What follows belongs to an exercise in optimizing a design on an open flow for small area, a short achievable clock period and few clock cycles; a production flow would make more cautious choices. Function was checked by simulation only, so behaviour that the tests miss may differ from the original. No activity file was given, so power comes from the tool's default toggle rates.

<file path="flow/config.mk">
export PLATFORM = sky130hd
export DESIGN_NAME = vec_mem_responder
export DESIGN_NICKNAME = vec_mem_responder
export VERILOG_FILES = /design/flow/design.v
export SDC_FILE = /design/flow/constraint.sdc
export NUM_CORES = 4
export LEC_CHECK = 0
export CAP_MARGIN = 20
export CORE_MARGIN = 2
export CORE_UTILIZATION = 65
export CTS_CLUSTER_DIAMETER = 100
export CTS_CLUSTER_SIZE = 25
export SETUP_SLACK_MARGIN = 3.5
export SLEW_MARGIN = 20
export SYNTH_HIERARCHICAL = 1
</file>
<file path="flow/design.v">
package vmem_pkg;
  localparam int defaultRegisterSize = 8;
  localparam int defaultVectorSize   = 4;
  localparam int numBanks            = 4;    
  localparam int bankRows            = 64;
  typedef logic [defaultRegisterSize-1:0] lane_t;
  typedef lane_t [defaultVectorSize-1:0]  vec_t;
endpackage
module vmem_p8 (
  input  logic [7:0] s,
  input  logic [7:0] d,
  output logic       y
);
  assign y = |(s & d);
endmodule
module vmem_p4 (
  input  logic [3:0] s,
  input  logic [3:0] d,
  output logic       y
);
  assign y = |(s & d);
endmodule
module vmem_or8 (
  input  logic [7:0] a,
  output logic       y
);
  assign y = |a;
endmodule
module vmem_ao22 (
  input  logic a, b, c, d,
  output logic y
);
  assign y = (a & b) | (c & d);
endmodule
module vmem_ao222 (
  input  logic a, b, c, d, e, f,
  output logic y
);
  assign y = (a & b) | (c & d) | (e & f);
endmodule
module vmem_bank #(
  parameter int rows = 64
) (
  input  logic [rows-1:0] sel,
  input  logic [rows-1:0] d,
  output logic            y
);
  logic [rows/8-1:0] p;
  for (genvar m = 0; m < rows/8; m++) begin : g_part
    vmem_p8 u_p (.s(sel[8*m +: 8]), .d(d[8*m +: 8]), .y(p[m]));
  end
  vmem_or8 u_or (.a(p), .y(y));
endmodule
module vec_mem_responder #(
  parameter int registerSize = 8,
  parameter int vectorSize   = 4,
  parameter int addrWidth    = 16,
  parameter int memDepth     = 256
) (
  input  logic                                    clk,
  input  logic                                    rst,
  input  logic                                    req_valid,
  output logic                                    req_ready,
  input  logic                                    req_write,
  input  logic                                    req_vec,
  input  logic [addrWidth-1:0]                    req_addr,
  input  logic [vectorSize-1:0][registerSize-1:0] req_wdata,
  output logic                                    resp_valid,
  input  logic                                    resp_ready,
  output logic [vectorSize-1:0][registerSize-1:0] resp_rdata,
  output logic                                    resp_err
);
  localparam int NB   = vmem_pkg::numBanks;
  localparam int ROWS = vmem_pkg::bankRows;
  localparam int W    = registerSize;
  logic                    req_err;
  logic [1:0]              a0;
  logic [5:0]              r, r1;
  logic [NB-1:0][5:0]      d_row;
  logic [NB-1:0]           d_ae;        
  logic [NB-1:0]           d_we;        
  logic [NB-1:0]           d_rot;       
  logic [NB-1:0][7:0]      d_hs_n;      
  logic [NB-1:0][7:0]      d_lo_n;      
  logic [NB-1:0][W-1:0]    d_wdata;
  assign req_err = (|req_addr[addrWidth-1:8]) ||
                   (req_vec && (req_addr[7:0] > 8'(memDepth - vectorSize)));
  assign a0 = req_addr[1:0];
  assign r  = req_addr[7:2];
  assign r1 = r + 6'd1;
  always_comb begin
    for (int b = 0; b < NB; b++) begin
      d_row[b]   = (2'(b) < a0) ? r1 : r;
      d_ae[b]    = !req_err && (req_vec || (a0 == 2'(b)));
      d_we[b]    = req_write && d_ae[b];
      d_rot[b]   = !req_write && !req_err && (a0 == 2'(b));
      d_wdata[b] = req_wdata[2'(2'(b) - a0)];
      for (int h = 0; h < 8; h++) begin
        d_hs_n[b][h] = !(d_ae[b] && (d_row[b][5:3] == 3'(h)));
        d_lo_n[b][h] = !(d_row[b][2:0] == 3'(h));
      end
    end
  end
  logic                    rdy;         
  logic                    busy;        
  logic                    acc;
  logic                    s1_v, s2_v, m_v, k_v;
  logic                    s1_err, s2_err, k_err;
  logic [NB-1:0]           s1_rot, s2_rot;
  logic [NB-1:0]           s1_we;
  logic [NB-1:0][7:0]      s1_hs_n;
  logic [NB-1:0][7:0]      s1_lo_n;
  logic [NB-1:0][W-1:0]    s1_wdata;
  logic [NB-1:0][W-1:0]    s2_bv;       
  logic [vectorSize-1:0][W-1:0] k_rdata;
  logic                    pop, tk, ex2, ex1, s2_en;
  logic                    m_v_n, k_v_n, s2_v_n, s1_v_n;
  assign acc        = req_valid && rdy;
  assign req_ready  = !busy;
  assign resp_valid = m_v;
  assign pop   = m_v && resp_ready;
  assign tk    = pop && k_v;            
  assign ex2   = s2_v && !k_v;
  assign s2_en = !s2_v || !k_v;         
  assign ex1   = s1_v && s2_en;         
  logic [NB-1:0][ROWS-1:0][W-1:0] mem;
  logic [NB-1:0][ROWS-1:0]        rsel, wsel;
  logic [NB-1:0][W-1:0]           bv;
  for (genvar b = 0; b < NB; b++) begin : g_bank
    always_comb begin
      for (int j = 0; j < ROWS; j++) begin
        rsel[b][j] = ~(s1_hs_n[b][j/8] | s1_lo_n[b][j%8]);
        wsel[b][j] = rsel[b][j] && s1_we[b];
      end
    end
    always_ff @(posedge clk) begin
      for (int j = 0; j < ROWS; j++)
        if (wsel[b][j]) mem[b][j] <= s1_wdata[b];
    end
    for (genvar k = 0; k < W; k++) begin : g_bit
      logic [ROWS-1:0] col;
      for (genvar j = 0; j < ROWS; j++) begin : g_row
        assign col[j] = mem[b][j][k];
      end
      vmem_bank #(.rows(ROWS)) u_rd (
        .sel (rsel[b]),
        .d   (col),
        .y   (bv[b][k])
      );
    end
  end
  logic                          m_e, m_h, k_e, k_h;
  assign m_e = ex2 && (!m_v || pop);
  assign m_h = !(tk || m_e);
  assign k_e = ex2 && m_v && !pop;
  assign k_h = !k_e;
  logic [vectorSize-1:0][W-1:0]  x, m_d, k_d;
  logic                          m_err_d, k_err_d;
  for (genvar i = 0; i < vectorSize; i++) begin : g_lane
    for (genvar k = 0; k < W; k++) begin : g_bit
      logic [NB-1:0] ts, td;
      for (genvar b = 0; b < NB; b++) begin : g_term
        assign ts[b] = s2_rot[(b + NB - i) % NB];
        assign td[b] = s2_bv[b][k];
      end
      vmem_p4 u_x (.s(ts), .d(td), .y(x[i][k]));
      vmem_ao222 u_m (.a(m_h), .b(resp_rdata[i][k]), .c(tk), .d(k_rdata[i][k]),
                      .e(m_e), .f(x[i][k]), .y(m_d[i][k]));
      vmem_ao22 u_k (.a(k_h), .b(k_rdata[i][k]), .c(k_e), .d(x[i][k]), .y(k_d[i][k]));
    end
  end
  vmem_ao222 u_merr (.a(m_h), .b(resp_err), .c(tk), .d(k_err), .e(m_e), .f(s2_err),
                     .y(m_err_d));
  vmem_ao22 u_kerr (.a(k_h), .b(k_err), .c(k_e), .d(s2_err), .y(k_err_d));
  always_comb begin
    m_v_n  = m_v;
    k_v_n  = k_v;
    if (pop) begin
      m_v_n = k_v;
      k_v_n = 1'b0;
    end
    if (ex2) begin
      if (!m_v_n) m_v_n = 1'b1;
      else        k_v_n = 1'b1;
    end
    s2_v_n = ex1 || (s2_v && !ex2);
    s1_v_n = acc || (s1_v && !ex1);
  end
  always_ff @(posedge clk or posedge rst) begin
    if (rst) begin
      rdy    <= 1'b1;
      busy   <= 1'b0;
      s1_v   <= 1'b0;
      s1_we  <= '0;
      s2_v   <= 1'b0;
      m_v    <= 1'b0;
      k_v    <= 1'b0;
    end else begin
      m_v    <= m_v_n;
      k_v    <= k_v_n;
      s2_v   <= s2_v_n;
      s1_v   <= s1_v_n;
      rdy    <= !(s1_v_n && s2_v_n && k_v_n);
      busy   <= s1_v_n && s2_v_n && k_v_n;
      if (acc)      s1_we <= d_we;
      else if (ex1) s1_we <= '0;
    end
  end
  always_ff @(posedge clk) begin
    if (rdy) begin
      s1_err   <= req_err;
      s1_rot   <= d_rot;
      s1_hs_n  <= d_hs_n;
      s1_lo_n  <= d_lo_n;
      s1_wdata <= d_wdata;
    end
    if (s2_en) begin
      s2_err   <= s1_err;
      s2_rot   <= s1_rot;
      s2_bv    <= bv;
    end
    resp_rdata <= m_d;
    resp_err   <= m_err_d;
    k_rdata    <= k_d;
    k_err      <= k_err_d;
  end
endmodule
</file>
<file path="flow/run.sh">
#!/bin/bash
# synth_recipe.tcl (not shown) runs the flow's synth.tcl, then flattens the netlist and writes it again
# the make line also repeats each setting of config.mk as NAME=value (left out here)
make -C /OpenROAD-flow-scripts/flow DESIGN_CONFIG=/design/flow/config.mk WORK_HOME=/design/flow/orfs CLKGATE_MAP_FILE= SYNTH_SCRIPT=/design/flow/synth_recipe.tcl finish
</file>
<file path="flow/constraint.sdc">
create_clock -name core_clock -period 6.0 [get_ports {clk}]
set_input_delay 1.2000 -clock core_clock [delete_from_list [all_inputs] [get_ports {clk}]]
set_output_delay 1.2000 -clock core_clock [all_outputs]
set_load 0.01 [all_outputs]
</file>
==> metrics.md, run 1 <==
| Metric | Value |
|---|---|
| Power density over cell area | 343.6 nW/um^2 |
| Total negative slack | 0 ns |
| Maximum count of clock buffers along a single path | 3 |
| First-pass GRT wire length | 299000 um |
| Total via count in the routed design | 47110 |
| Final hold violation count | 0 |
| FP Rows | roughly 130 |
| Maximum clock skew at final layout | 0.03216 ns |
| Largest voltage drop on the vdd net | roughly 0.37 mV |
| Tcrit/Tclk final | about 42% |
| 1st-iter DRT viols | 8056 |
| Filler-free cell count of the finished design | 6671 |
| Number of search-and-repair iterations in the first detailed-routing pass | 8 |
| CTS H-tree lvls | 3 |
| Worst Path Arrival | 2.91 ns |
| Post-Layout Inst Area | approximately 90000 um^2 |
| Power share of the clock group | 24.7% |
| RSZ-0062 raised after global routing | yes |
| Worst hold-check path type | flip-flop to flip-flop |
| Count of yosys warnings during synthesis | 7 |
| Vias in the first global route | 44581 |
| R2r endpoint | mem[1876]$_DFFE_PP_ |
| Placed instance count | 6421 |
| Initial cell density of the core | 65.33% |
| Overflow after GRT | 0 |
| Number of hold buffers added after cts | 0 |
| P&R area growth vs syn | 8.753% |
| Storage element area | 67270 um^2 |
| Kind of start point of the critical path | flip-flop |
| Clk sinks | around 2300 |
| Multi-input combinational cell area | roughly 15000 um^2 |
| Average cell area after synthesis | 17.42 um^2 |
| Flop pwr share | 63.7% |
| Sequential cell area fraction in the yosys report | 80.89% |
| Total Nets Final | 5045 |
| Placer Congestion | 0.8698 |
| Combinational Power Share | 11.6% |
| Type of the worst setup path | flip-flop to flip-flop |
| Pins over their slew limit | 0 |
| Clock Latency Late Sink | 0.75 ns |
| Worst reg2reg startpoint | s1_lo_n[26]$_DFFE_PP_ |
| Cell internal power dissipation | 23.21 mW |
| Max-slew headroom | 23.49% |
| Horizontal die dimension | 361.6 um |
| Main synth FF type | sky130_fd_sc_hd__edfxtp_1 |
| Routed len/inst | 31.16 um |
| Number of failing setup endpoints in the final timing report | 0 |
| Worst-Margin Slew | around 1.1 ns |
| Net Switching | between 7 and 8 mW |
| Status | complete, no violations |
| Launch instance of the worst min-delay path | s1_rot[0]$_DFFE_PP_ |
| Flops & latches, synth | 2262 |
| Post-detailed-route DRC marker count | 0 |
| Total Routing Usage GR | 31.56% |
| Number of instances in the synthesized netlist | 4770 |
| Max Cap Violations | 0 |
| Area of the die | 130700 um^2 |
| Achievable clock frequency | 0.3937 GHz |
| Switch share | 25.23% |
| Critical path fanouts, max | 8 |
| Syn nets | slightly below 5000 |
| Wire length reported by the detailed router | 207900 um |
| TritonCTS clock tree | done |
| Std-Cell Core Area | 127200 um^2 |
| Top-Level Pins | 89 |
| Reg2Reg Setup Slack | 3.46 ns |
| Minimum clock period after layout | 2.540 ns |
| Number of CTS-inserted buffers | 100 |
| Crit. End Element | flip-flop |
| Ranking of synthesized cells by area | sky130_fd_sc_hd__edfxtp_1 79%, sky130_fd_sc_hd__a22oi_1 9.9%, sky130_fd_sc_hd__nor2_1 2.4% |
| Input/output buffers | 88 |
| Critical path origin | s1_lo_n[26]$_DFFE_PP_ |
| HPWL reported at the end of detailed placement | 127800 um |
| Filler cell count in the final layout | 8079 |
| Routed via count divided by cell count | 7.062 |
| Number of antenna violations at the first check in global routing | 14 |
| Worst Hold Path EP | s2_rot[0]$_DFFE_PN_ |
| Post-synthesis async set-or-reset flop share | less than 1% |
| Critical path required time | 6.37 ns |
| Pin count of the biggest net entering global routing | 78 |
| Worst hold path depth | 0 |
| Reg2Reg Depth | 4 |
| Cell chosen for the clock root | sky130_fd_sc_hd__clkbuf_16 |
| Number of distinct library cells after synthesis | 50 |
| Mapped Area | 83100 um^2 |
| Leak Pwr | 27.31 nW |
| Most frequent cell after synthesis | sky130_fd_sc_hd__edfxtp_1 |
| Cell area after placement | 85900 um^2 |
| Area share of the largest cell type after synthesis | 79.00% |
| Overall die height | 361.6 um |
| Cell type contributing the most total cell area after synthesis | sky130_fd_sc_hd__edfxtp_1 |
| Number of enable-type register cells in the synthesized netlist | 2186 |
| CTS clk-pin slew, worst paths | about 0.1 ns |
| Post-route antenna net violation count | 0 |
| Fraction of final layout cells with drive strength greater than 1 | just under 9% |
| Most used standard cells in the synthesized netlist | 2186 x sky130_fd_sc_hd__edfxtp_1, 1093 x sky130_fd_sc_hd__a22oi_1, 542 x sky130_fd_sc_hd__nor2_1, 260 x sky130_fd_sc_hd__nand4_1, 130 x sky130_fd_sc_hd__clkbuf_1 |
modules after synthesis, one instance, submodules excluded, a selection:
module / flops+latches / copies in the design
vmem_p4: 0 / 32
vmem_ao22: 0 / 33
vmem_ao222: 0 / 33
vmem_or8: 0 / 32
vec_mem_responder: 2262 / 1
vmem_p8: 0 / 256
critical path: stages, from the launching register on:
cell,delay (ns)
sky130_fd_sc_hd__edfxtp_1,0.48
sky130_fd_sc_hd__buf_4,0.22
sky130_fd_sc_hd__buf_4,0.16
sky130_fd_sc_hd__nand2b_1,0.51
sky130_fd_sc_hd__nor2_1,0.81
how the worst max path moves through the flow:
stage	to	slack [ns]	cells after the start
2_1_floorplan	k_err$_DFF_P_	3.11	4
3_3_place_gp	s1_lo_n[8]$_DFFE_PP_	2.10	6
3_5_place_dp	s1_lo_n[16]$_DFFE_PP_	2.08	6
4_1_cts	resp_rdata[23]	3.47	1
5_1_grt	s2_bv[19]$_DFFE_PN_	3.48	7
6_report	mem[1876]$_DFFE_PP_	3.46	4
cell families (layout without fill, tap and decap cells):
family	Yosys count	count (layout)	share of synthesized area [%]
flops	2262	2262	80.89
other cells	0	5	0
compound gates	1195	1195	10.94
fa+ha+maj	11	11	0.1656
simple gates	1059	1060	6.079
buf+inv	200	433	0.9411
mux	37	37	0.9275
xor+xnor	6	6	0.06324
registers in the layout, indices dropped and copies added (netlist names), 4 cells and up:
name,count
s1_we,4
s1_hs_n,32
s1_lo_n,32
s2_rot,4
resp_rdata,32
s2_bv,32
s1_rot,4
k_rdata,32
s1_wdata,32
mem,2048
power by group through the flow:
stage          clock (mW)  combinational [mW]  sequential, mW
2_1_floorplan           0               0.825            20.7
3_3_place_gp            0                3.26            20.2
3_5_place_dp            0                3.35            20.2
4_1_cts              7.73                3.58            19.8
5_1_grt              8.22                3.84            19.8
6_report             7.66                3.61            19.8
per-stage QoR:
step	util, %	hold slack [ns]	power [mW]	setup WS [ns]
after global routing	71.04	0.4482	31.89	3.481
after floorplan	-	0.4003	21.54	3.106
final	71.05	0.4333	31.05	3.460
after detailed placement	67.53	0.4061	23.57	2.081
after CTS	70.82	0.4289	31.07	3.473
after global placement	67.53	0.4024	23.45	2.105
placed cells by master (no fill, tap or decap), drive strengths merged, types with 11 or more instances in the layout:
master	instances
clkdlybuf4s50	47
a22oi	1093
nand4	260
nor4	66
nand2b	34
edfxtp	2186
nor2	543
buf	204
a222oi	33
inv	48
ha	11
mux4	32
a22o	33
clkbuf	128
nand2	113
dfxtp	66
a21oi	12
per-layer routing:
layer	global-route usage, %	routed length [um]
met1	48.71	84290
met2	47.68	95870
met3	5.192	21890
met4	8.554	5730
met5	0	88
layout make-up:
cell class                 instances  area share [%]
tap                             1662           2.301
timing repair buffer             257           2.952
clock inverter                     1         0.01800
inverter                          49          0.2132
clock buffer                     125           2.991
sequential                      2262           74.44
multi-input combinational       2309           17.07
timing repair inverter             1        0.008307
antenna                            5         0.01385
what timing repair did:
action / CTS / global route
endpoints found under the setup margin: 886 / 121
pin swaps: 0 / 7
endpoints found under the hold margin: 0 / 0
gates cloned: 1 / 2
gates resized for setup: 242 / 26
setup buffers: 103 / 13
Testbench counts, summed over its fixed seeds: cycles 8,024.
==> inputs of run 2 (changes only) <==
--- a/flow/design.v
+++ b/flow/design.v
@@ -123,20 +123,24 @@
   assign ex2   = s2_v && !k_v;
   assign s2_en = !s2_v || !k_v;         
   assign ex1   = s1_v && s2_en;         
-  logic [NB-1:0][ROWS-1:0][W-1:0] mem;
-  logic [NB-1:0][ROWS-1:0]        rsel, wsel;
+  logic [NB-1:0][ROWS-1:0][W-1:0] mem, mem_d;
+  logic [NB-1:0][ROWS-1:0]        rsel, wsel, wsel_n;
   logic [NB-1:0][W-1:0]           bv;
   for (genvar b = 0; b < NB; b++) begin : g_bank
     always_comb begin
       for (int j = 0; j < ROWS; j++) begin
         rsel[b][j] = ~(s1_hs_n[b][j/8] | s1_lo_n[b][j%8]);
         wsel[b][j] = rsel[b][j] && s1_we[b];
-      end
-    end
-    always_ff @(posedge clk) begin
-      for (int j = 0; j < ROWS; j++)
-        if (wsel[b][j]) mem[b][j] <= s1_wdata[b];
-    end
+        wsel_n[b][j] = ~wsel[b][j];
+      end
+    end
+    for (genvar j = 0; j < ROWS; j++) begin : g_row
+      for (genvar k = 0; k < W; k++) begin : g_bit
+        vmem_ao22 u_wr (.a(wsel[b][j]), .b(s1_wdata[b][k]), .c(wsel_n[b][j]), .d(mem[b][j][k]),
+                        .y(mem_d[b][j][k]));
+      end
+    end
+    always_ff @(posedge clk) mem[b] <= mem_d[b];
     for (genvar k = 0; k < W; k++) begin : g_bit
       logic [ROWS-1:0] col;
       for (genvar j = 0; j < ROWS; j++) begin : g_row
==> metrics.md, run 2 <==
| Metric | Value |
|---|---|
| Wire length reported by the detailed router | 249500 um (+20%) |
| Syn nets | 7061 (+46%) |
| Average cell area after synthesis | 11.70 um^2 (-33%) |
| Setup ws final | 3.448 ns (-0.01204 ns) |
| Placed instance count | 8710 (+36%) |
| Placer Congestion | 1.012 (+16%) |
| Routed len/inst | 27.82 um (-11%) |
| Worst Path Arrival | 3.01 ns (+0.10 ns) |
| Largest voltage drop on the vdd net | 0.3425 mV (-7.4%) |
| Total via count in the routed design | 65411 (+39%) |
| Combinational Power Share | 15.2% (+3.6 points) |
| Tcrit/Tclk final | 42.54% (+0.20 points) |
| Status | complete, no violations |
| Multiplexer share of the synthesized area | 0.9080% (-0.020 points) |
| Worst hold-check path type | flip-flop to flip-flop |
| Final design utilization | 71.52% (+0.47 points) |
| Count of yosys warnings during synthesis | 7 (unchanged) |
| Fraction of synthesized cell area in xor and xnor cells | 0.09630% (+0.033 points) |
| Clock Latency Late Sink | 0.75 ns (about the same) |
| Kind of start point of the critical path | flip-flop |
| Clk sinks | 2262 (unchanged) |
| Critical path required time | 6.46 ns (+0.09 ns) |
| Net Switching | 8.559 mW (+9.2%) |
| Main combinational cell family by area after synthesis | compound AO/OA/AOI/OAI gates |
| Hold slack | 0.4744 ns (+0.04107 ns) |
| Post-Synth Adder-Cell Area | 0.1681% (+0.0025 points) |
| Cell type contributing the most total cell area after synthesis | sky130_fd_sc_hd__dfxtp_1 |
| Ranking of synthesized cells by area | sky130_fd_sc_hd__dfxtp_1 52%, sky130_fd_sc_hd__a22o_1 22%, sky130_fd_sc_hd__a22oi_1 10% |
| Number of enable-type register cells in the synthesized netlist | 138 (-94%) |
| Flop pwr share | 57.5% (-6.2 points) |
| Critical path fanouts, max | 9 (+1) |
| Filler cell count in the final layout | 8897 (+10%) |
| Max-slew headroom | 23.10% (-0.39 points) |
| Power share of the clock group | 27.4% (+2.7 points) |
| Area of the die | 128800 um^2 (-1.5%) |
| Worst-Margin Slew | 1.153 ns (+0.005867 ns) |
| First-pass GRT wire length | 373800 um (+25%) |
| Flops & latches, synth | 2262 (unchanged) |
| Horizontal die dimension | 358.9 um (-0.74%) |
| CTS H-tree lvls | 3 (unchanged) |
| Leak Pwr | 34.91 nW (+28%) |
| Pins over their slew limit | 0 (unchanged) |
| Vias in the first global route | 59906 (+34%) |
| P&R area growth vs syn | 9.442% |
| Largest register FFs | 2048 (unchanged) |
| Total Nets Final | 7357 (+46%) |
| Std-Cell Core Area | 125200 um^2 (-1.5%) |
| Max Cap Violations | 0 (unchanged) |
| Post-Layout Inst Area | 89580 um^2 (-0.87%) |
| RSZ-0062 raised after global routing | yes |
| Area fraction in and, or, nand and nor cells after synthesis | 6.951% (+0.87 points) |
| Overall die height | 358.9 um (-0.74%) |
| Area share of the largest cell type after synthesis | 51.70% (-27 points) |
| Overflow after GRT | 0 (unchanged) |
| Input/output buffers | 88 (unchanged) |
| Highest-count cells in the layout ignoring fill and taps | 2081 x sky130_fd_sc_hd__a22o_1, 2081 x sky130_fd_sc_hd__dfxtp_1, 1105 x sky130_fd_sc_hd__a22oi_1 |
| Filler-free cell count of the finished design | 8971 (+34%) |
| Post-route antenna net violation count | 0 (unchanged) |
| HPWL reported at the end of detailed placement | 155800 um (+22%) |
| Post-synthesis async set-or-reset flop share | 0.4421% (unchanged) |
| Crit-path max cell delay | 0.64 ns (-0.17 ns) |
| Switch share | 30.11% (+4.9 points) |
| Power density over cell area | 317.3 nW/um^2 (-7.7%) |
| Main synth FF type | sky130_fd_sc_hd__dfxtp_1 |
| Crit. End Element | flip-flop |
| Type of the worst setup path | flip-flop to flip-flop |
| Fraction of final layout cells with drive strength greater than 1 | 6.423% (-2.5 points) |
| Number of instances in the synthesized netlist | 6996 (+47%) |
| Final hold violation count | 0 (unchanged) |
| Achievable clock frequency | 0.3918 GHz (-0.47%) |
| Maximum clock skew at final layout | 0.02663 ns (-0.005528 ns) |
| Maximum count of clock buffers along a single path | 3 (unchanged) |
| CTS clk-pin slew, worst paths | 0.10 ns (about the same) |
| Most frequent cell after synthesis | sky130_fd_sc_hd__dfxtp_1 |
| Largest register by flop count | mem |
| Mapped Area | 81850 um^2 (-1.5%) |
| Cell chosen for the clock root | sky130_fd_sc_hd__clkbuf_16 |
| Number of search-and-repair iterations in the first detailed-routing pass | 10 (+2) |
| Number of CTS-inserted buffers | 100 (unchanged) |
| Most used standard cells in the synthesized netlist | 2114 x sky130_fd_sc_hd__dfxtp_1, 2081 x sky130_fd_sc_hd__a22o_1, 1105 x sky130_fd_sc_hd__a22oi_1, 302 x sky130_fd_sc_hd__inv_1, 281 x sky130_fd_sc_hd__nor2_1 |
| TritonCTS clock tree | done |
| Top-Level Pins | 89 (unchanged) |
| Number of antenna violations at the first check in global routing | 11 (-3) |
| Worst setup timing slack at the placement stage | 2.276 ns (+0.1946 ns) |
| Number of distinct library cells after synthesis | 47 (-6.0%) |
| Post-route total power | 28.42 mW (-8.5%) |
| Slowest CP cell | sky130_fd_sc_hd__edfxtp_1 |
| FP Rows | 130 (-0.76%) |
| Post-detailed-route DRC marker count | 0 (unchanged) |
| Initial cell density of the core | 65.35% (about the same) |
| Minimum clock period after layout | 2.552 ns (+0.01204 ns) |
| Routed via count divided by cell count | 7.291 (+3.2%) |
| Cell internal power dissipation | 19.86 mW (-14%) |
| Total negative slack | 0 ns (unchanged) |
| Number of failing setup endpoints in the final timing report | 0 (unchanged) |
| Area fraction in compound gates after synthesis | 33.00% (+22 points) |
| Pin count of the biggest net entering global routing | 71 (-9.0%) |
| Cell area after placement | 85050 um^2 (-0.98%) |
| 1st-iter DRT viols | 9971 (+24%) |
| Total Routing Usage GR | 36.81% (+5.2 points) |
| Critical-path cell list | nor2_1 -> a22oi_1 -> nand4_1 -> nor4_1 -> nand2_1 |
| Sequential cell area fraction in the yosys report | 57.07% (-24 points) |
run 2: changes by cell type after synthesis, moves of 226 or more:
cell,change
sky130_fd_sc_hd__edfxtp_1,-2048
sky130_fd_sc_hd__inv_1,+253
sky130_fd_sc_hd__a22o_1,+2048
sky130_fd_sc_hd__dfxtp_1,+2048
sky130_fd_sc_hd__nand2b_1,+226
sky130_fd_sc_hd__nor2_1,-261
run 2: timing repair:
item / in CTS / in global routing
cloned: 1 / 1
buffers inserted: 104 / 23
pin swaps: 3 / 2
hold buffers: 0 / 0
resized for setup: 195 / 39
setup endpoints to repair: 669 / 840
run 2: kinds of logic after synthesis:
family                     after synthesis
AOI/OAI and AO/OA                     3242
DFF                                   2262
and+or+nand+nor                       1050
buffers and inverters                  388
muxes                                   34
adders and majority gates               11
xor gates and xnor gates                 9
run 2: layer usage:
| layer | GRT usage, % | part of all wire, % | wire [um] | vias to the layer above |
|---|---|---|---|---|
| met3 | 7.119 | 11 | 26640 | 630 |
| met5 | 0 | 0.027 | 68 | - |
| met4 | 14.27 | 4.4 | 10950 | 10 |
| met2 | 54.58 | 43 | 106900 | 3785 |
| li1 | - | - | - | 29045 |
| met1 | 53.23 | 42 | 105000 | 31941 |
run 2: critical path: cells and delay by family, from the launching register on:
kind,cells,cell delay (ns)
and+or+nand+nor,4,1.31
DFF,1,0.64
AOI/OAI and AO/OA,1,0.30
run 2: area by class of cell:
type,instances,area [um^2],share of cell area (%)
diodes,4,10.01,0.01117
clock buffers,126,2706,3.021
clock inverters,1,16.27,0.01816
inverters,303,1154,1.288
multi-input cells,4347,33990,37.95
flip-flops and latches,2262,46760,52.20
well taps,1650,2064,2.305
repair buffers,277,2865,3.199
repair inverters,1,7.507,0.008380
run 2: power groups by stage:
stage               clock network, mW  registers (mW)  logic (mW)
global placement                    0            16.8        3.70
global route                     8.33            16.4        4.39
finish                           7.77            16.3        4.31
floorplan                           0            17.3       0.956
detailed placement                  0            16.8        3.76
CTS                              7.83            16.3        4.05
run 2: final timing paths:
path / from / end / slack [ns] / depth (start not counted)
max in group asynchronous: rst / m_v$_DFF_PP0_ / 4.72 / 2
min reg2reg: k_rdata[3]$_DFF_P_ / resp_rdata[3]$_DFF_P_ / 0.47 / 2
max: s1_hs_n[17]$_DFFE_PP_ / s2_bv[18]$_DFFE_PN_ / 3.45 / 5
max reg2reg: s1_hs_n[17]$_DFFE_PP_ / s2_bv[18]$_DFFE_PN_ / 3.45 / 5
min in group asynchronous: rst / s1_we[2]$_DFFE_PP0P_ / 0.84 / 2
min: k_rdata[3]$_DFF_P_ / resp_rdata[3]$_DFF_P_ / 0.47 / 2
run 2: Yosys stat by module, one instance, submodules excluded, excerpt:
| module | times used | area [um^2] | cells inside |
|---|---|---|---|
| vec_mem_responder | 1 | 52760 | 3377 |
| vmem_ao22 | 2081 | 8.758 | 1 |
| vmem_ao222 | 33 | 13.76 | 2 |
| vmem_or8 | 32 | 16.27 | 3 |
| vmem_p4 | 32 | 18.77 | 3 |
| vmem_p8 | 256 | 36.28 | 5 |
Testbench counts of run 2, summed over its fixed seeds: cycles 8,024.
==> inputs of run 3 (changes only) <==
--- a/flow/design.v
+++ b/flow/design.v
@@ -75,29 +75,40 @@
   localparam int W    = registerSize;
   logic                    req_err;
   logic [1:0]              a0;
-  logic [5:0]              r, r1;
-  logic [NB-1:0][5:0]      d_row;
+  logic [5:0]              r;
+  logic [7:0]              hr, lr;      
+  logic [NB-1:0]           d_c;         
+  logic [NB-1:0][7:0]      d_hi, d_lo;  
   logic [NB-1:0]           d_ae;        
   logic [NB-1:0]           d_we;        
   logic [NB-1:0]           d_rot;       
   logic [NB-1:0][7:0]      d_hs_n;      
+  logic [NB-1:0][7:0]      d_hw_n;      
   logic [NB-1:0][7:0]      d_lo_n;      
   logic [NB-1:0][W-1:0]    d_wdata;
   assign req_err = (|req_addr[addrWidth-1:8]) ||
                    (req_vec && (req_addr[7:0] > 8'(memDepth - vectorSize)));
   assign a0 = req_addr[1:0];
   assign r  = req_addr[7:2];
-  assign r1 = r + 6'd1;
+  always_comb begin
+    for (int h = 0; h < 8; h++) begin
+      hr[h] = (r[5:3] == 3'(h));
+      lr[h] = (r[2:0] == 3'(h));
+    end
+  end
   always_comb begin
     for (int b = 0; b < NB; b++) begin
-      d_row[b]   = (2'(b) < a0) ? r1 : r;
+      d_c[b]     = (2'(b) < a0);
+      d_lo[b]    = d_c[b] ? {lr[6:0], lr[7]} : lr;
+      d_hi[b]    = (d_c[b] && lr[7]) ? {hr[6:0], hr[7]} : hr;
       d_ae[b]    = !req_err && (req_vec || (a0 == 2'(b)));
       d_we[b]    = req_write && d_ae[b];
       d_rot[b]   = !req_write && !req_err && (a0 == 2'(b));
       d_wdata[b] = req_wdata[2'(2'(b) - a0)];
       for (int h = 0; h < 8; h++) begin
-        d_hs_n[b][h] = !(d_ae[b] && (d_row[b][5:3] == 3'(h)));
-        d_lo_n[b][h] = !(d_row[b][2:0] == 3'(h));
+        d_hs_n[b][h] = !(d_ae[b] && d_hi[b][h]);
+        d_hw_n[b][h] = !(req_valid && d_we[b] && d_hi[b][h]);
+        d_lo_n[b][h] = !d_lo[b][h];
       end
     end
   end
@@ -107,7 +118,7 @@
   logic                    s1_v, s2_v, m_v, k_v;
   logic                    s1_err, s2_err, k_err;
   logic [NB-1:0]           s1_rot, s2_rot;
-  logic [NB-1:0]           s1_we;
+  logic [NB-1:0][7:0]      s1_hw_n;
   logic [NB-1:0][7:0]      s1_hs_n;
   logic [NB-1:0][7:0]      s1_lo_n;
   logic [NB-1:0][W-1:0]    s1_wdata;
@@ -130,7 +141,7 @@
     always_comb begin
       for (int j = 0; j < ROWS; j++) begin
         rsel[b][j] = ~(s1_hs_n[b][j/8] | s1_lo_n[b][j%8]);
-        wsel[b][j] = rsel[b][j] && s1_we[b];
+        wsel[b][j] = ~(s1_hw_n[b][j/8] | s1_lo_n[b][j%8]);
         wsel_n[b][j] = ~wsel[b][j];
       end
     end
@@ -195,7 +206,7 @@
       rdy    <= 1'b1;
       busy   <= 1'b0;
       s1_v   <= 1'b0;
-      s1_we  <= '0;
+      s1_hw_n <= '1;
       s2_v   <= 1'b0;
       m_v    <= 1'b0;
       k_v    <= 1'b0;
@@ -206,8 +217,7 @@
       s1_v   <= s1_v_n;
       rdy    <= !(s1_v_n && s2_v_n && k_v_n);
       busy   <= s1_v_n && s2_v_n && k_v_n;
-      if (acc)      s1_we <= d_we;
-      else if (ex1) s1_we <= '0;
+      if (rdy)      s1_hw_n <= d_hw_n;
     end
   end
   always_ff @(posedge clk) begin
==> metrics.md, run 3 <==
| Metric | Value |
|---|---|
| Placer Congestion | 0.9592 (-5.2%) |
| Number of search-and-repair iterations in the first detailed-routing pass | 8 (-2) |
| Critical path required time | 4.80 ns (-1.66 ns) |
| Power share of the clock group | 27.2% (-0.2 points) |
| Filler cell count in the final layout | 9167 (+3.0%) |
| Cell chosen for the clock root | sky130_fd_sc_hd__clkbuf_16 |
| Final hold violation count | 0 (unchanged) |
| Worst Path Arrival | 1.36 ns (-1.65 ns) |
| Worst hold-check path type | flip-flop to flip-flop |
| Maximum clock skew at final layout | 0.02399 ns (-0.002644 ns) |
| Largest voltage drop on the vdd net | 0.3943 mV (+15%) |
| Routed len/inst | 27.71 um (-0.37%) |
| FP Rows | 130 (unchanged) |
| Clk sinks | 2290 (+1.2%) |
| 1st-iter DRT viols | 10261 (+2.9%) |
| Pin count of the biggest net entering global routing | 77 (+8.5%) |
| Std-Cell Core Area | 125700 um^2 (+0.39%) |
| Top-Level Pins | 89 (unchanged) |
| Worst-Margin Slew | 1.173 ns (+0.01956 ns) |
| Filler-free cell count of the finished design | 8957 (-0.16%) |
| Total Routing Usage GR | 36.48% (-0.33 points) |
| Number of instances in the synthesized netlist | 7045 (+0.70%) |
| Hold slack | 0.4662 ns (-0.008203 ns) |
| Area share of the largest cell type after synthesis | 51.31% (-0.40 points) |
| CTS clk-pin slew, worst paths | 0.10 ns (about the same) |
| Largest register by flop count | mem |
| Number of failing setup endpoints in the final timing report | 0 (unchanged) |
| Flop pwr share | 57.9% (+0.4 points) |
| Slowest CP cell | sky130_fd_sc_hd__dfrtp_1 |
| Leak Pwr | 34.71 nW (-0.56%) |
| Final design utilization | 71.17% (-0.36 points) |
| P&R area growth vs syn | 8.484% |
| Number of enable-type register cells in the synthesized netlist | 138 (unchanged) |
| Switch share | 30.12% (about the same) |
| Number of distinct library cells after synthesis | 48 (+2.1%) |
| Number of hold buffers added after cts | 0 (unchanged) |
| Total via count in the routed design | 65634 (+0.34%) |
| Critical path origin | busy$_DFF_PP0_ |
| HPWL reported at the end of detailed placement | 155900 um (about the same) |
| Average cell area after synthesis | 11.71 um^2 (about the same) |
| Launch instance of the worst min-delay path | k_rdata[16]$_DFF_P_ |
| Crit-path max cell delay | 0.42 ns (-0.22 ns) |
| Vias in the first global route | 59836 (-0.12%) |
| Cell type contributing the most total cell area after synthesis | sky130_fd_sc_hd__dfxtp_1 |
| CTS H-tree lvls | 3 (unchanged) |
| Initial cell density of the core | 65.60% (+0.25 points) |
| Net Switching | 8.589 mW (+0.36%) |
| Wire length reported by the detailed router | 248200 um (-0.52%) |
| Post-detailed-route DRC marker count | 0 (unchanged) |
| Syn nets | 7104 (+0.61%) |
| Kind of start point of the critical path | flip-flop |
| Number of antenna violations at the first check in global routing | 15 (+4) |
| Worst reg2reg startpoint | s1_lo_n[26]$_DFFE_PP_ |
| Critical-path cell list | inv_1 -> buf_6 |
| Status | complete, no violations |
| TritonCTS clock tree | done |
| Count of yosys warnings during synthesis | 7 (unchanged) |
| Max-slew headroom | 21.80% (-1.3 points) |
| Post-synthesis async set-or-reset flop share | 1.659% (+1.2 points) |
| Main synth FF type | sky130_fd_sc_hd__dfxtp_1 |
| Power density over cell area | 318.7 nW/um^2 (+0.45%) |
| Tcrit/Tclk final | 42.59% (+0.058 points) |
| Post-route antenna net violation count | 0 (unchanged) |
| Overall die height | 360.2 um (+0.38%) |
| First-pass GRT wire length | 373000 um (-0.22%) |
| Total negative slack | 0 ns (unchanged) |
| Sequential cell area fraction in the yosys report | 57.54% (+0.46 points) |
| Max Cap Violations | 0 (unchanged) |
| Most frequent cell after synthesis | sky130_fd_sc_hd__dfxtp_1 |
| Combinational Power Share | 14.9% (-0.3 points) |
| Placed instance count | 8751 (+0.47%) |
| Clock Latency Late Sink | 0.76 ns (about the same) |
| Flops & latches, synth | 2290 (+1.2%) |
| Minimum clock period after layout | 2.556 ns (+0.003490 ns) |
| Input/output buffers | 88 (unchanged) |
| Mapped Area | 82480 um^2 (+0.77%) |
| Most used standard cells in the synthesized netlist | 2114 x sky130_fd_sc_hd__dfxtp_1, 2081 x sky130_fd_sc_hd__a22o_1, 1088 x sky130_fd_sc_hd__a22oi_1, 309 x sky130_fd_sc_hd__nor2_1, 304 x sky130_fd_sc_hd__inv_1 |
| Routed via count divided by cell count | 7.328 (+0.50%) |
| Highest-count cells in the layout ignoring fill and taps | 2081 x sky130_fd_sc_hd__a22o_1, 2081 x sky130_fd_sc_hd__dfxtp_1, 1088 x sky130_fd_sc_hd__a22oi_1 |
| Area of the die | 129800 um^2 (+0.76%) |
| Type of the worst setup path | flip-flop to output port |
| Horizontal die dimension | 360.2 um (+0.38%) |
| Fraction of final layout cells with drive strength greater than 1 | 9.601% (+3.2 points) |
| Critical path fanouts, max | 1 (-8) |
| Cell internal power dissipation | 19.93 mW (+0.33%) |
| Number of CTS-inserted buffers | 101 (+1.0%) |
| Overflow after GRT | 0 (unchanged) |
| Total Nets Final | 7337 (-0.27%) |
| Ranking of synthesized cells by area | sky130_fd_sc_hd__dfxtp_1 51%, sky130_fd_sc_hd__a22o_1 22%, sky130_fd_sc_hd__a22oi_1 9.9% |
| Achievable clock frequency | 0.3913 GHz (-0.14%) |
| Post-route total power | 28.52 mW (+0.34%) |
| Pins over their slew limit | 0 (unchanged) |
| Largest register FFs | 2048 (unchanged) |
| Maximum count of clock buffers along a single path | 3 (unchanged) |
| RSZ-0062 raised after global routing | yes |
| Crit. End Element | output port |
run 3: final timing paths:
path / end / slack (ns) / cells after the start
setup / recovery: req_ready / 3.44 / 2
max in group asynchronous: m_v$_DFF_PP0_ / 4.39 / 2
min in group asynchronous: m_v$_DFF_PP0_ / 0.97 / 2
setup reg to reg: s2_bv[27]$_DFFE_PN_ / 3.45 / 6
hold / removal: resp_rdata[16]$_DFF_P_ / 0.47 / 2
hold reg to reg: resp_rdata[16]$_DFF_P_ / 0.47 / 2
run 3: layout make-up:
type / count / area (um^2) / share of cell area (%)
sequential: 2290 / 47510 / 53.09
multi-input combinational: 4358 / 33950 / 37.94
timing repair buffer: 222 / 2117 / 2.366
timing repair inverter: 1 / 7.507 / 0.008390
inverter: 304 / 1150 / 1.285
antenna: 6 / 15.01 / 0.01678
clock buffer: 124 / 2656 / 2.969
clock inverter: 2 / 20.02 / 0.02237
tap: 1650 / 2064 / 2.307
run 3: critical path, delay by kind of cell, from the launching register on:
family	cells	cell delay [ns]
DFF	1	0.42
buffers and inverters	2	0.20
run 3: cell families after synthesis:
group	synth area share (%)
adder cells (fa/ha/maj)	0.07585
XOR/XNOR	0.06371
flip-flops	57.54
AND/OR/NAND/NOR	6.731
multiplexers	0.9253
buffers and inverters	1.834
AO/OA/AOI/OAI	32.84
run 3: timing repair:
| item | 4_1_cts | 5_1_grt |
|---|---|---|
| endpoints found under the setup margin | 189 | 108 |
| pin swaps | 3 | 3 |
| buffers inserted | 57 | 14 |
| cloned | 1 | 2 |
| gates resized for setup | 227 | 27 |
run 3: power groups by stage:
| stage | Sequential (mW) | Clock [mW] | Combinational [mW] |
|---|---|---|---|
| final | 16.5 | 7.76 | 4.24 |
| after global routing | 16.6 | 8.32 | 4.32 |
| after CTS | 16.5 | 7.83 | 4.02 |
| after detailed placement | 16.9 | 0 | 3.88 |
| after global placement | 16.9 | 0 | 3.83 |
| after floorplan | 17.6 | 0 | 0.965 |
run 3: modules after synthesis, one instance, submodules excluded, excerpt:
module / flip-flops and latches / times used / cells inside
vec_mem_responder: 2290 / 1 / 3426
vmem_p4: 0 / 32 / 3
vmem_ao222: 0 / 33 / 2
vmem_p8: 0 / 256 / 5
vmem_or8: 0 / 32 / 3
vmem_ao22: 0 / 2081 / 1
run 3: metrics by stage:
step	area, um^2	worst slack, ns
after CTS	89160	3.399
after floorplan	82650	3.106
after global placement	85640	1.963
final	89480	3.444
after global routing	89470	3.408
after detailed placement	85640	1.893
run 3: layer usage:
| metal | vias to the layer above | wire length [um] | track usage, % |
|---|---|---|---|
| met1 | 31989 | 106500 | 54.85 |
| met4 | 12 | 10180 | 13.48 |
| met3 | 588 | 28340 | 6.740 |
| met2 | 3996 | 103100 | 52.22 |
| met5 | - | 74 | 0 |
| li1 | 29049 | - | - |
Testbench counts of run 3, summed over its fixed seeds: cycles 8,024.
==> inputs of run 4 (changes only) <==
--- a/flow/design.v
+++ b/flow/design.v
@@ -204,7 +204,6 @@
   always_ff @(posedge clk or posedge rst) begin
     if (rst) begin
       rdy    <= 1'b1;
-      busy   <= 1'b0;
       s1_v   <= 1'b0;
       s1_hw_n <= '1;
       s2_v   <= 1'b0;
@@ -216,11 +215,11 @@
       s2_v   <= s2_v_n;
       s1_v   <= s1_v_n;
       rdy    <= !(s1_v_n && s2_v_n && k_v_n);
-      busy   <= s1_v_n && s2_v_n && k_v_n;
       if (rdy)      s1_hw_n <= d_hw_n;
     end
   end
   always_ff @(posedge clk) begin
+    busy <= !rst && s1_v_n && s2_v_n && k_v_n;
     if (rdy) begin
       s1_err   <= req_err;
       s1_rot   <= d_rot;
==> metrics.md, run 4 <==
| Metric | Value |
|---|---|
| Pin count of the biggest net entering global routing | 90 (+17%) |
| Tcrit/Tclk final | 43.04% (+0.44 points) |
| TritonCTS clock tree | done |
| Placer Congestion | 0.9342 (-2.6%) |
| Number of search-and-repair iterations in the first detailed-routing pass | 9 (+1) |
| Reg2Reg Setup Slack | 3.42 ns (-0.03 ns) |
| Total negative slack | 0 ns (unchanged) |
| Number of instances in the synthesized netlist | 7048 (+0.043%) |
| Number of hold buffers added after cts | 0 (unchanged) |
| Worst Path Arrival | 3.05 ns (+1.69 ns) |
| Std-Cell Core Area | 125700 um^2 (unchanged) |
| Cell type contributing the most total cell area after synthesis | sky130_fd_sc_hd__dfxtp_1 |
| Maximum clock skew at final layout | 0.03716 ns (+0.01317 ns) |
| Total Routing Usage GR | 36.42% (-0.058 points) |
| Vias in the first global route | 60498 (+1.1%) |
| Post-synthesis async set-or-reset flop share | 1.616% (-0.044 points) |
| Minimum clock period after layout | 2.582 ns (+0.02667 ns) |
| Critical path required time | 6.47 ns (+1.67 ns) |
| CTS H-tree lvls | 3 (unchanged) |
| Post-detailed-route DRC marker count | 0 (unchanged) |
| Routed via count divided by cell count | 7.328 (about the same) |
| Critical path fanouts, max | 16 (+15) |
| Most frequent standard cell in the layout excluding fill and tap cells | sky130_fd_sc_hd__dfxtp_1 |
| Wire length reported by the detailed router | 246800 um (-0.58%) |
| HPWL reported at the end of detailed placement | 155100 um (-0.53%) |
| Met3 wire length | 26020 um (-8.2%) |
| Area share of the largest cell type after synthesis | 51.34% (about the same) |
| Final hold violation count | 0 (unchanged) |
| Sequential cell area fraction in the yosys report | 57.54% (about the same) |
| Kind of start point of the critical path | flip-flop |
| Number of failing setup endpoints in the final timing report | 0 (unchanged) |
| Worst hold path depth | 0 (-2) |
| Flops & latches, synth | 2290 (unchanged) |
| Horizontal die dimension | 360.2 um (about the same) |
| Number of antenna violations at the first check in global routing | 10 (-5) |
| P&R area growth vs syn | 8.774% |
| Met1 wire length | 106900 um (+0.31%) |
| Total via count in the routed design | 65704 (+0.11%) |
| Crit. End Element | flip-flop |
| RSZ-0062 raised after global routing | yes |
| Routed len/inst | 27.52 um (-0.68%) |
| Leak Pwr | 34.84 nW (+0.36%) |
| Power density over cell area | 308.0 nW/um^2 (-3.3%) |
| Final design utilization | 71.35% (+0.18 points) |
| Cell chosen for the clock root | sky130_fd_sc_hd__clkbuf_16 |
| Largest register FFs | 2048 (unchanged) |
| Largest register by flop count | mem |
| Launch instance of the worst min-delay path | s1_err$_DFFE_PP_ |
| Max-slew headroom | 22.83% (+1.0 points) |
| Clock Latency Late Sink | 0.76 ns (about the same) |
| Largest voltage drop on the vdd net | 0.3015 mV (-24%) |
| Clk sinks | 2290 (unchanged) |
| Reg2Reg Depth | 6 (unchanged) |
| Count of yosys warnings during synthesis | 7 (unchanged) |
| Most used standard cells in the synthesized netlist | 2115 x sky130_fd_sc_hd__dfxtp_1, 2081 x sky130_fd_sc_hd__a22o_1, 1088 x sky130_fd_sc_hd__a22oi_1, 310 x sky130_fd_sc_hd__nor2_1, 305 x sky130_fd_sc_hd__inv_1 |
| Worst reg2reg startpoint | s1_lo_n[24]$_DFFE_PP_ |
| Number of enable-type register cells in the synthesized netlist | 138 (unchanged) |
| Status | complete, no violations |
| Overflow after GRT | 0 (unchanged) |
| DR top layer | met5 |
| Worst-Margin Slew | 1.158 ns (-0.01539 ns) |
| Achievable clock frequency | 0.3872 GHz (-1.0%) |
| Number of CTS-inserted buffers | 101 (unchanged) |
| Average cell area after synthesis | 11.70 um^2 (about the same) |
| Initial cell density of the core | 65.59% (about the same) |
| Fraction of final layout cells with drive strength greater than 1 | 9.940% (+0.34 points) |
| Total Nets Final | 7343 (+0.082%) |
| Area of the die | 129700 um^2 (about the same) |
| Max Cap Violations | 0 (unchanged) |
| Syn nets | 7107 (+0.042%) |
| Met2 WL | 104900 um (+1.7%) |
| Highest-count cells in the layout ignoring fill and taps | 2082 x sky130_fd_sc_hd__dfxtp_1, 2081 x sky130_fd_sc_hd__a22o_1, 1088 x sky130_fd_sc_hd__a22oi_1 |
| Ranking of synthesized cells by area | sky130_fd_sc_hd__dfxtp_1 51%, sky130_fd_sc_hd__a22o_1 22%, sky130_fd_sc_hd__a22oi_1 9.9% |
| Top-Level Pins | 89 (unchanged) |
| Worst Hold Path EP | s2_err$_DFFE_PP_ |
| First-pass GRT wire length | 374000 um (+0.28%) |
| Number of distinct library cells after synthesis | 46 (-4.2%) |
| 1st-iter DRT viols | 8885 (-13%) |
| Maximum count of clock buffers along a single path | 3 (unchanged) |
| Overall die height | 360.2 um (about the same) |
| Post-route antenna net violation count | 0 (unchanged) |
| Type of the worst setup path | flip-flop to flip-flop |
| Most frequent cell after synthesis | sky130_fd_sc_hd__dfxtp_1 |
| CTS clk-pin slew, worst paths | 0.10 ns (about the same) |
| Input/output buffers | 88 (unchanged) |
| Pins over their slew limit | 0 (unchanged) |
| Main synth FF type | sky130_fd_sc_hd__dfxtp_1 |
| Worst hold-check path type | flip-flop to flip-flop |
| Mapped Area | 82470 um^2 (about the same) |
| Filler cell count in the final layout | 9017 (-1.6%) |
| FP Rows | 130 (unchanged) |
| R2r endpoint | s2_bv[28]$_DFFE_PP_ |
-- run 4: cells by family (layout without fill, tap and decap cells) --
| group | count (synthesis) | in the layout | share of synthesized area [%] |
|---|---|---|---|
| other | 0 | 2 | 0 |
| and+or+nand+nor | 1045 | 1045 | 6.713 |
| muxes | 38 | 38 | 0.9543 |
| xor gates and xnor gates | 6 | 6 | 0.06372 |
| DFF | 2290 | 2290 | 57.54 |
| AOI/OAI and AO/OA | 3265 | 3266 | 32.83 |
| adders and majority gates | 5 | 5 | 0.07586 |
| buffers and inverters | 399 | 664 | 1.830 |
-- run 4: power breakdown --
group	switching (mW)	internal [mW]	total, mW
logic	2.58	0.797	3.38
clock network	4.66	3.15	7.80
registers	0.571	15.9	16.5
total	7.81	19.8	27.6
-- run 4: metal layers --
layer  vias up  GRT usage (%)
li1      29062              -
met1     32199          55.01
met2      3916          53.29
met3       521          5.531
met4         6          12.19
met5         -              0
-- run 4: layout make-up --
type	count	area, um^2	area share (%)
clock buffers	131	2683	2.990
well taps	1650	2064	2.301
diodes	2	5.005	0.005579
inverters	305	1159	1.292
clock inverters	2	20.02	0.02232
flip-flops and latches	2290	47510	52.96
repair inverters	1	7.507	0.008369
repair buffers	225	2116	2.359
multi-input cells	4360	34150	38.07
-- run 4: stage by stage --
step	worst slack [ns]	instances	power, mW	instance area [um^2]	hold WS [ns]
floorplan	3.106	7048	18.13	82760	0.4003
global placement	2.105	8754	19.82	85710	0.4199
detailed placement	2.030	8754	19.90	85710	0.4180
CTS	3.427	8947	27.47	89220	0.4442
global route	3.460	8964	28.33	89700	0.4511
finish	3.418	8966	27.63	89710	0.4477
-- run 4: what timing repair did --
action | 4_1_cts | 5_1_grt
pin swaps | 8 | 9
cloned | 2 | 1
endpoints found under the setup margin | 178 | 142
setup buffers | 58 | 16
resized for setup | 220 | 54
-- run 4: critical path: stages (launching register included) --
cell and delay (ns):
sky130_fd_sc_hd__edfxtp_1 0.41, sky130_fd_sc_hd__buf_4 0.36, sky130_fd_sc_hd__nor2_1 0.22, sky130_fd_sc_hd__a22oi_1 0.30
sky130_fd_sc_hd__nand4_1 0.22, sky130_fd_sc_hd__nor4_1 0.60, sky130_fd_sc_hd__nand2_1 0.20
-- run 4: how the worst max path moves through the flow --
stage,from,end,cells past startpoint
finish,s1_lo_n[24]$_DFFE_PP_,s2_bv[28]$_DFFE_PP_,6
global route,resp_rdata[16]$_DFF_P_,resp_rdata[16],1
CTS,resp_rdata[18]$_DFF_P_,resp_rdata[18],1
detailed placement,req_addr[8],s1_hs_n[24]$_DFFE_PP_,5
global placement,req_addr[1],s1_rot[0]$_DFFE_PP_,8
floorplan,resp_ready,k_err$_DFF_P_,4
-- run 4: per-module statistics from Yosys, one instance, submodules excluded, a selection --
module             cells  flops+latches  copies in the design
vec_mem_responder   3429           2290                     1
vmem_p8                5              0                   256
vmem_or8               3              0                    32
vmem_p4                3              0                    32
vmem_ao22              1              0                  2081
vmem_ao222             2              0                    33
Testbench counts of run 4, summed over its fixed seeds: cycles 8,024.
==> inputs of run 5 (changes only) <==
--- a/flow/design.v
+++ b/flow/design.v
@@ -20,11 +20,27 @@
 );
   assign y = |(s & d);
 endmodule
+module vmem_nor2 (
+  input  logic [1:0] a,
+  output logic       y
+);
+  assign y = ~|a;
+endmodule
+module vmem_nand4 (
+  input  logic [3:0] a,
+  output logic       y
+);
+  assign y = ~&a;
+endmodule
 module vmem_or8 (
   input  logic [7:0] a,
   output logic       y
 );
-  assign y = |a;
+  logic [3:0] n;
+  for (genvar i = 0; i < 4; i++) begin : g_n
+    vmem_nor2 u_n (.a(a[2*i +: 2]), .y(n[i]));
+  end
+  vmem_nand4 u_y (.a(n), .y(y));
 endmodule
 module vmem_ao22 (
   input  logic a, b, c, d,
@@ -167,7 +183,7 @@
   logic                          m_e, m_h, k_e, k_h;
   assign m_e = ex2 && (!m_v || pop);
   assign m_h = !(tk || m_e);
-  assign k_e = ex2 && m_v && !pop;
+  assign k_e = ex2 && m_v;
   assign k_h = !k_e;
   logic [vectorSize-1:0][W-1:0]  x, m_d, k_d;
   logic                          m_err_d, k_err_d;
==> metrics.md, run 5 <==
| Metric | Value |
|---|---|
| Total negative slack | 0 ns (unchanged) |
| Total Routing Usage GR | 36.02% (-0.40 points) |
| Number of search-and-repair iterations in the first detailed-routing pass | 9 (unchanged) |
| Minimum clock period after layout | 2.495 ns (-0.08698 ns) |
| Critical path fanouts, max | 8 (-8) |
| Power share of the clock group | 28.3% (about the same) |
| RSZ-0062 raised after global routing | yes |
| Post-route antenna net violation count | 0 (unchanged) |
| Achievable clock frequency | 0.4007 GHz (+3.5%) |
| Fraction of final layout cells with drive strength greater than 1 | 9.035% (-0.90 points) |
| Number of hold buffers added after cts | 0 (unchanged) |
| Kind of start point of the critical path | flip-flop |
| Crit-path max cell delay | 0.78 ns (+0.18 ns) |
| TritonCTS clock tree | done |
| Total Nets Final | 7402 (+0.80%) |
| Std-Cell Core Area | 125900 um^2 (+0.13%) |
| Most used standard cells in the synthesized netlist | 2115 x sky130_fd_sc_hd__dfxtp_1, 2081 x sky130_fd_sc_hd__a22o_1, 1088 x sky130_fd_sc_hd__a22oi_1, 442 x sky130_fd_sc_hd__nor2_1, 306 x sky130_fd_sc_hd__inv_1 |
| Post-synthesis async set-or-reset flop share | 1.616% (unchanged) |
| Final design utilization | 70.91% (-0.44 points) |
| Post-route total power | 27.59 mW (-0.14%) |
| Total stage count of the critical path | 5 (-1) |
| Placer Congestion | 0.9426 (+0.90%) |
| Status | complete, no violations |
| Worst hold path depth | 2 (+2) |
| Critical path required time | 6.42 ns (-0.05 ns) |
| Largest voltage drop on the vdd net | 0.2972 mV (-1.4%) |
| Final hold violation count | 0 (unchanged) |
| Cell family with most CP delay | simple AND/OR/NAND/NOR gates |
| Largest register by flop count | mem |
| 1st-iter DRT viols | 9310 (+4.8%) |
| Cell type contributing the most total cell area after synthesis | sky130_fd_sc_hd__dfxtp_1 |
| Total via count in the routed design | 65692 (-0.018%) |
| Sequential cell area fraction in the yosys report | 57.39% (-0.15 points) |
| Cell chosen for the clock root | sky130_fd_sc_hd__clkbuf_16 |
| Tcrit/Tclk final | 41.59% (-1.4 points) |
| Largest register FFs | 2048 (unchanged) |
| Number of instances in the synthesized netlist | 7120 (+1.0%) |
| Reg2Reg Depth | 5 (-1) |
| CTS H-tree lvls | 3 (unchanged) |
| Critical-path cell list | nor2_1 -> a22oi_1 -> nand4_1 -> nor2_1 -> nand4_1 |
| R2r endpoint | s2_bv[12]$_DFFE_PP_ |
| Number of CTS-inserted buffers | 101 (unchanged) |
| Main synth FF type | sky130_fd_sc_hd__dfxtp_1 |
| First-pass GRT wire length | 370900 um (-0.83%) |
| Power density over cell area | 309.1 nW/um^2 (+0.35%) |
| Launch instance of the worst min-delay path | k_rdata[24]$_DFF_P_ |
| Worst Path Arrival | 2.92 ns (-0.13 ns) |
| CTS clk-pin slew, worst paths | 0.10 ns (about the same) |
| Pins over their slew limit | 0 (unchanged) |
| Area share of the largest cell type after synthesis | 51.21% (-0.13 points) |
| Crit. End Element | flip-flop |
| Net Switching | 7.815 mW (about the same) |
| P&R area growth vs syn | 7.959% |
| Pin count of the biggest net entering global routing | 87 (-3.3%) |
| Wire length reported by the detailed router | 246600 um (about the same) |
| Number of antenna violations at the first check in global routing | 14 (+4) |
| Slowest CP cell | sky130_fd_sc_hd__edfxtp_1 |
| Routed via count divided by cell count | 7.276 (-0.72%) |
| Critical path origin | s1_hs_n[13]$_DFFE_PP_ |
| Type of the worst setup path | flip-flop to flip-flop |
| Number of distinct library cells after synthesis | 48 (+4.3%) |
| Overflow after GRT | 0 (unchanged) |
| Worst hold-check path type | flip-flop to flip-flop |
| Count of yosys warnings during synthesis | 7 (unchanged) |
| Vias in the first global route | 60104 (-0.65%) |
| FP Rows | 130 (unchanged) |
| Worst Hold Path EP | resp_rdata[24]$_DFF_P_ |
| Max Cap Violations | 0 (unchanged) |
| Initial cell density of the core | 65.68% (+0.086 points) |
| Area of the die | 130100 um^2 (+0.26%) |
| Top-Level Pins | 89 (unchanged) |
| Combinational Power Share | 12.3% (about the same) |
| Post-detailed-route DRC marker count | 0 (unchanged) |
| Number of failing setup endpoints in the final timing report | 0 (unchanged) |
| Sum of buffers and inverters on the critical path | 0 (-1) |
| Routed len/inst | 27.31 um (-0.77%) |
| Overall die height | 360.7 um (+0.13%) |
| Worst reg2reg startpoint | s1_hs_n[13]$_DFFE_PP_ |
| Syn nets | 7179 (+1.0%) |
| Flop pwr share | 59.4% (about the same) |
| Mapped Area | 82690 um^2 (+0.26%) |
| Most frequent standard cell in the layout excluding fill and tap cells | sky130_fd_sc_hd__dfxtp_1 |
| Flops & latches, synth | 2290 (unchanged) |
| Clk sinks | 2290 (unchanged) |
| Worst-Margin Slew | 1.211 ns (+0.05346 ns) |
| Cell internal power dissipation | 19.78 mW (-0.23%) |
| Most frequent cell after synthesis | sky130_fd_sc_hd__dfxtp_1 |
| Number of enable-type register cells in the synthesized netlist | 138 (unchanged) |
| Maximum count of clock buffers along a single path | 3 (unchanged) |
| Clock Latency Late Sink | 0.76 ns (about the same) |
| Horizontal die dimension | 360.7 um (+0.13%) |
| HPWL reported at the end of detailed placement | 155500 um (+0.26%) |
| Ranking of synthesized cells by area | sky130_fd_sc_hd__dfxtp_1 51%, sky130_fd_sc_hd__a22o_1 22%, sky130_fd_sc_hd__a22oi_1 9.9% |
| Maximum clock skew at final layout | 0.03616 ns (-0.001002 ns) |
| Switch share | 28.32% (+0.067 points) |
| Leak Pwr | 34.53 nW (-0.88%) |
| Average cell area after synthesis | 11.61 um^2 (-0.75%) |
| Reg2Reg Setup Slack | 3.50 ns (+0.09 ns) |
| Max-slew headroom | 19.26% (-3.6 points) |
| Highest-count cells in the layout ignoring fill and taps | 2083 x sky130_fd_sc_hd__dfxtp_1, 2081 x sky130_fd_sc_hd__a22o_1, 1088 x sky130_fd_sc_hd__a22oi_1 |
| Input/output buffers | 88 (unchanged) |
## run 5: changes by cell type in the layout (fill, tap and decap cells not counted), sizes merged, moves of 3 or more
cell / change
nor2: +132
clkdlybuf4s50: -4
diode: +6
nand4: +33
nor4: -63
o22ai: -5
nand2: -35
nand3: +3
buf: -11
## run 5: power by group through the flow
stage / registers (mW) / clock network, mW / logic (mW)
after floorplan: 17.2 / 0 / 0.942
after global placement: 16.8 / 0 / 3.07
after detailed placement: 16.8 / 0 / 3.11
after CTS: 16.4 / 7.86 / 3.20
after global routing: 16.4 / 8.39 / 3.50
final: 16.4 / 7.80 / 3.39
## run 5: layout make-up
| class | count | area (um^2) |
|---|---|---|
| Sequential cell | 2290 | 47500 |
| Fill cell | 9131 | 36630 |
| Multi-Input combinational cell | 4430 | 33880 |
| Clock buffer | 129 | 2675 |
| Tap cell | 1650 | 2064 |
| Timing Repair Buffer | 213 | 1942 |
| Inverter | 306 | 1160 |
| Clock inverter | 2 | 20.02 |
| Antenna cell | 8 | 20.02 |
| Timing Repair inverter | 1 | 7.507 |
## run 5: routing by layer
layer	wire length, um	GRT usage, %	vias up
met5	30	0	-
met4	8230	11.64	6
met3	26350	6.081	508
met2	105700	52.67	3797
met1	106300	54.20	32206
li1	-	-	29175
## run 5: stage by stage
stage	cell area (um^2)	worst slack (ns)	hold WS, ns	instances
after floorplan	82870	2.946	0.4003	7120
after global placement	85800	1.938	0.4430	8826
after detailed placement	85800	1.817	0.4485	8826
after CTS	89050	3.453	0.4701	9007
after global routing	89250	3.477	0.4878	9023
final	89270	3.505	0.4717	9029
## run 5: kinds of logic (layout without fill, tap and decap cells)
| kind of cell | Yosys count | count (layout) | share of synthesized area, % |
|---|---|---|---|
| adder cells (fa/ha/maj) | 5 | 5 | 0.07566 |
| AO/OA/AOI/OAI | 3266 | 3267 | 32.75 |
| buffers and inverters | 401 | 651 | 1.842 |
| flip-flops | 2290 | 2290 | 57.39 |
| multiplexers | 37 | 37 | 0.9367 |
| other | 0 | 8 | 0 |
| XOR/XNOR | 6 | 6 | 0.06355 |
| AND/OR/NAND/NOR | 1115 | 1115 | 6.942 |
## run 5: worst max path at each step
| stage | slack, ns | end |
|---|---|---|
| after floorplan | 2.95 | s1_hs_n[6]$_DFFE_PP_ |
| after global placement | 1.94 | s1_hw_n[10]$_DFFE_PP1P_ |
| after detailed placement | 1.82 | s1_hs_n[1]$_DFFE_PP_ |
| after CTS | 3.45 | k_rdata[7]$_DFF_P_ |
| after global routing | 3.48 | resp_valid |
| final | 3.50 | s2_bv[12]$_DFFE_PP_ |
## run 5: worst reg2reg max path, stage by stage, from the launching register on
cell,delay (ns)
sky130_fd_sc_hd__edfxtp_1,0.78
sky130_fd_sc_hd__nor2_1,0.29
sky130_fd_sc_hd__a22oi_1,0.35
sky130_fd_sc_hd__nand4_1,0.12
sky130_fd_sc_hd__nor2_1,0.33
sky130_fd_sc_hd__nand4_1,0.30
## run 5: timing repair
action | 4_1_cts | 5_1_grt
gates cloned | 2 | 1
endpoints found under the setup margin | 187 | 110
pin swaps | 9 | 7
buffers inserted | 48 | 13
gates resized for setup | 212 | 16
## run 5: Yosys stat by module, one instance, submodules excluded, excerpt
module,cells inside,flops+latches
vmem_nand4,1,0
vmem_ao22,1,0
vmem_p8,5,0
vmem_ao222,2,0
vec_mem_responder,3437,2290
vmem_p4,3,0
vmem_nor2,1,0
Testbench counts of run 5, summed over its fixed seeds: cycles 8,024.

==> afterwards: timing with drivers on the ports <==
The results above use ideal ports. As a check the final layouts listed here were re-extracted and re-timed, cells and wires unchanged. Step 1 sets driving cells, clkbuf_16 on the clock port and buf_2 on the other inputs (assumed; they add their load-dependent delay and slew). Step 2 adds t to the input delays and takes it off the output delays; t is the mean of the earliest and latest rising clock arrival at the registers after step 1. Input paths then give back, and output paths get back, about the clock's delay inside the block. Slacks: ideal / step 1 / step 2; pairs: ideal / step 1.
run | t (ns) | slack for setup (ns) | cell pins on the clock port's net
run 1 | 0.815 | 3.460 / 3.449 / 2.670 | 1
run 2 | 0.829 | 3.448 / 3.361 / 2.691 | 1
run 3 | 0.827 | 3.444 / 3.362 / 2.666 | 1
run 4 | 0.832 | 3.418 / 3.408 / 2.634 | 1
run 5 | 0.829 | 3.505 / 3.448 / 2.629 | 1
After both steps every run listed still meets setup and hold. The setup slack of run 5, which loses most, moves by -0.057 ns with the drivers and by -0.876 ns with both steps.
